Source: an optimization exercise on an open RTL-to-GDS flow (aim: small area, a short achievable clock period and few clock cycles). Production flows keep margins and buffers that such runs may drop. Function was checked by simulation only, so behaviour that the tests miss may differ from the original. No activity file was given, so power comes from the tool's default toggle rates.

==> module otpc_decode, before the edit <==
module otpc_decode (
  input  wire logic         clk_i,
  input  wire logic         rst_ni,
  input  wire logic         acc_i,
  input  wire logic [15:0]  px_i,
  input  wire logic [15:0]  py_i,
  input  wire logic         on_i,
  input  wire logic         cubic_i,
  input  wire logic         cend_i,
  input  wire logic         oend_i,
  output logic              d_vld_o,    
  output logic [12:0]       d_desc_o,   
  output logic [1:0]        d_rem_o,    
  output logic              k0_conic_o,
  output logic              k0_cubic_o,
  output logic [31:0]       s_o,
  output logic [31:0]       p0_o,
  output logic [31:0]       p1_o,
  output logic [31:0]       x_o
);
  localparam logic [1:0] REM_NONE  = 2'd0;
  localparam logic [1:0] REM_CURVE = 2'd1;   
  localparam logic [1:0] REM_CLOSE = 2'd2;   
  localparam logic [1:0] REM_ERR   = 2'd3;   
  localparam logic [12:0] D_MOVE   = {3'd0, 2'd0, 3'b100, 3'b000, 2'b00};
  localparam logic [12:0] D_LINE   = {3'd1, 2'd0, 3'b100, 3'b000, 2'b00};
  localparam logic [12:0] D_QUADON = {3'd2, 2'd0, 3'b010, 3'b100, 2'b00};
  localparam logic [12:0] D_QUADCC = {3'd2, 2'd0, 3'b010, 3'b010, 2'b00};
  localparam logic [12:0] D_CUBIC  = {3'd3, 2'd0, 3'b010, 3'b010, 2'b10};
  localparam logic [12:0] D_CLQUAD = {3'd2, 2'd0, 3'b100, 3'b001, 2'b00};
  localparam logic [12:0] D_CLCUB  = {3'd3, 2'd0, 3'b010, 3'b100, 2'b01};
  localparam logic [12:0] D_CLLINE = {3'd1, 2'd0, 3'b001, 3'b000, 2'b00};
  localparam logic [12:0] D_ERRQ   = {3'd5, 2'd1, 3'b000, 3'b000, 2'b00};
  localparam logic [12:0] D_ERRC   = {3'd5, 2'd2, 3'b000, 3'b000, 2'b00};
  logic [15:0] sx_q, sy_q, p0x_q, p0y_q, p1x_q, p1y_q, xx_q, xy_q;
  logic k0n_q, k0c_q, k1c_q, k1o_q, k2o_q;
  logic open_q, drop_q;
  logic p_on, p_cub, p_con, endc;
  assign p_on  = on_i;
  assign p_cub = !on_i && cubic_i;
  assign p_con = !on_i && !cubic_i;
  assign endc  = cend_i | oend_i;
  logic [15:0] xx_d, xy_d;
  otpc_mid u_mid_x (.a_i(p0x_q), .p_i(px_i), .conic_i(k0n_q),  .x_o(xx_d));
  otpc_mid u_mid_y (.a_i(p0y_q), .p_i(py_i), .conic_i(k0n_q),  .x_o(xy_d));
  logic        k0on;
  logic        err3q, err3c, err3;
  logic        cl_err;
  logic [12:0] cmd3;
  logic        has3;
  logic [12:0] clk_desc;
  assign k0on = !k0n_q && !k0c_q;
  always_comb begin
    err3q = k0n_q && p_cub;
    err3c = k0c_q && ((p_on && !(k1c_q && k2o_q)) || p_con || (p_cub && !k1o_q));
    err3  = err3q | err3c;
    has3  = 1'b1;
    cmd3  = D_LINE;
    if (k0n_q && p_on)                       cmd3 = D_QUADON;
    else if (k0n_q && p_con)                 cmd3 = D_QUADCC;
    else if (k0c_q && p_on)                  cmd3 = D_CUBIC;
    else if (k0on && p_on)                   cmd3 = D_LINE;
    else                                     has3 = 1'b0;
    cl_err = p_cub && !(open_q && k0c_q);
    if (p_con)      clk_desc = D_CLQUAD;
    else if (p_cub) clk_desc = D_ERRC;    
    else            clk_desc = D_CLLINE;
    d_vld_o  = 1'b0;
    d_desc_o = D_MOVE;
    d_rem_o  = REM_NONE;
    if (drop_q) begin
      d_vld_o = 1'b0;
    end else if (!open_q) begin
      d_vld_o  = 1'b1;
      d_desc_o = D_MOVE;
      if (endc) d_rem_o = cl_err ? REM_ERR : REM_CURVE;
    end else if (err3) begin
      d_vld_o  = 1'b1;
      d_desc_o = err3q ? D_ERRQ : D_ERRC;
    end else if (has3) begin
      d_vld_o  = 1'b1;
      d_desc_o = cmd3;
      if (endc) d_rem_o = cl_err ? REM_ERR : REM_CURVE;
    end else if (endc) begin
      d_vld_o = 1'b1;
      if (cl_err) begin
        d_desc_o = D_ERRC;
      end else begin
        d_desc_o = p_con ? D_CLQUAD : D_CLCUB;
        d_rem_o  = REM_CLOSE;
      end
    end
  end
  always_ff @(posedge clk_i or negedge rst_ni) begin
    if (!rst_ni) begin
      open_q <= 1'b0;
      drop_q <= 1'b0;
    end else if (acc_i) begin
      if (drop_q) begin
        drop_q <= !oend_i;
      end else if (!open_q) begin
        open_q <= !endc;
        drop_q <= endc && cl_err && !oend_i;
      end else begin
        open_q <= !(err3 || endc);
        drop_q <= (err3 || (endc && cl_err)) && !oend_i;
      end
    end
  end
  always_ff @(posedge clk_i) begin
    if (acc_i) begin
      p0x_q <= px_i;
      p0y_q <= py_i;
      xx_q  <= xx_d;
      xy_q  <= xy_d;
      if (!(k0c_q && p_on)) begin
        p1x_q <= p0x_q;
        p1y_q <= p0y_q;
      end
      if (!open_q) begin
        sx_q  <= px_i;
        sy_q  <= py_i;
      end
      k0n_q <= p_con;
      k0c_q <= p_cub;
      k1c_q <= open_q && k0c_q;
      k1o_q <= !open_q || k0on || (k0n_q && p_con);
      k2o_q <= !open_q || k1o_q;
    end
  end
  assign k0_conic_o = k0n_q;
  assign k0_cubic_o = k0c_q;
  assign s_o  = {sx_q, sy_q};
  assign p0_o = {p0x_q, p0y_q};
  assign p1_o = {p1x_q, p1y_q};
  assign x_o  = {xx_q, xy_q};
endmodule
export LEC_CHECK = 0
export CAP_MARGIN = 20
export CORE_MARGIN = 2
export CORE_UTILIZATION = 60
export CTS_BUF_LIST = sky130_fd_sc_hd__clkbuf_8
export CTS_CLUSTER_SIZE = 40
export SETUP_SLACK_MARGIN = 2.4
export SLEW_MARGIN = 20
export SYNTH_HIERARCHICAL = 1
create_clock -name core_clock -period 5.5 [get_ports {clk_i}]
standard.sh (not shown) runs the stock make flow with config.mk's settings and CLKGATE_MAP_FILE= SYNTH_SCRIPT=/design/flow/synth_recipe.tcl, a recipe that flattens the netlist after the stock synthesis.
==> flow/flow/run.sh <==
#!/bin/bash
# The standard layout, with the ports buffered by plain buf_1 cells rather
# than the delay cells buffer_ports picks on its own.
set -euo pipefail
bash standard.sh "BUFFER_PORTS_ARGS=-buffer_cell sky130_fd_sc_hd__buf_1" finish > make_finish.log 2>&1
The starting point completed without violations.
Testbench counts at the start, summed over its fixed seeds: cycles 16,807.
Then changed:
--- a/flow/design.v
+++ b/flow/design.v
@@ -77,17 +77,18 @@
   localparam logic [12:0] D_ERRQ   = {3'd5, 2'd1, 3'b000, 3'b000, 2'b00};
   localparam logic [12:0] D_ERRC   = {3'd5, 2'd2, 3'b000, 3'b000, 2'b00};
   logic [15:0] sx_q, sy_q, p0x_q, p0y_q, p1x_q, p1y_q, xx_q, xy_q;
   logic k0n_q, k0c_q, k1c_q, k1o_q, k2o_q;
+  logic k0ny_q;   
   logic open_q, drop_q;
   logic p_on, p_cub, p_con, endc;
   assign p_on  = on_i;
   assign p_cub = !on_i && cubic_i;
   assign p_con = !on_i && !cubic_i;
   assign endc  = cend_i | oend_i;
   logic [15:0] xx_d, xy_d;
   otpc_mid u_mid_x (.a_i(p0x_q), .p_i(px_i), .conic_i(k0n_q),  .x_o(xx_d));
-  otpc_mid u_mid_y (.a_i(p0y_q), .p_i(py_i), .conic_i(k0n_q),  .x_o(xy_d));
+  otpc_mid u_mid_y (.a_i(p0y_q), .p_i(py_i), .conic_i(k0ny_q), .x_o(xy_d));
   logic        k0on;
   logic        err3q, err3c, err3;
   logic        cl_err;
   logic [12:0] cmd3;
@@ -136,8 +137,15 @@
     end
   end
   always_ff @(posedge clk_i or negedge rst_ni) begin
     if (!rst_ni) begin
+      k0ny_q <= 1'b0;
+    end else if (acc_i) begin
+      k0ny_q <= p_con;
+    end
+  end
+  always_ff @(posedge clk_i or negedge rst_ni) begin
+    if (!rst_ni) begin
       open_q <= 1'b0;
       drop_q <= 1'b0;
     end else if (acc_i) begin
       if (drop_q) begin
Result:
- The changed run finished clean
- setup slack improved by 11 ps
- clock power increases by about 5%
- routed wire length stays flat
- fmax increases by 0.38%
- total power increases by about 3.7%
- register-to-register slack stays flat
- via count increases by about 0.4%
- cell area increases by 0.82%
- synthesized cell count hardly moves
- combinational power increases by about 3%
- non-clock buffer count increases by 7
- sequential share of layout area decreases by 0.17 points
- global-route usage decreases by 0.17 points
Testbench counts after the change, summed over its fixed seeds: cycles 16,807.

## afterwards: timing with drivers on the ports
Ports are ideal in the flow. The routed layouts listed here were re-timed in OpenROAD. Step 1 assumes that a clkbuf_16 drives the clock port and a buf_2 every other input. Step 2, shift: input delay + t, output delay - t, t = (earliest + latest rising clock arrival at the registers) / 2. This alone moves slack from input paths to output paths. Three values: ideal ports, drivers, drivers and shift; two values: the first two.
run	shift t [ns]	setup slack, ns	hold slack, ns	worst slew at a driven data input, ns
the first run	0.496	2.481 / 2.443 / 2.037	0.566 / 0.566 / 0.566	0.05
the second run	0.482	2.493 / 2.490 / 2.027	0.559 / 0.559 / 0.559	0.06
After both steps every run listed still meets setup and hold. The setup slack of the second run, which loses most, moves by -0.003 ns with the drivers and by -0.466 ns with both steps.
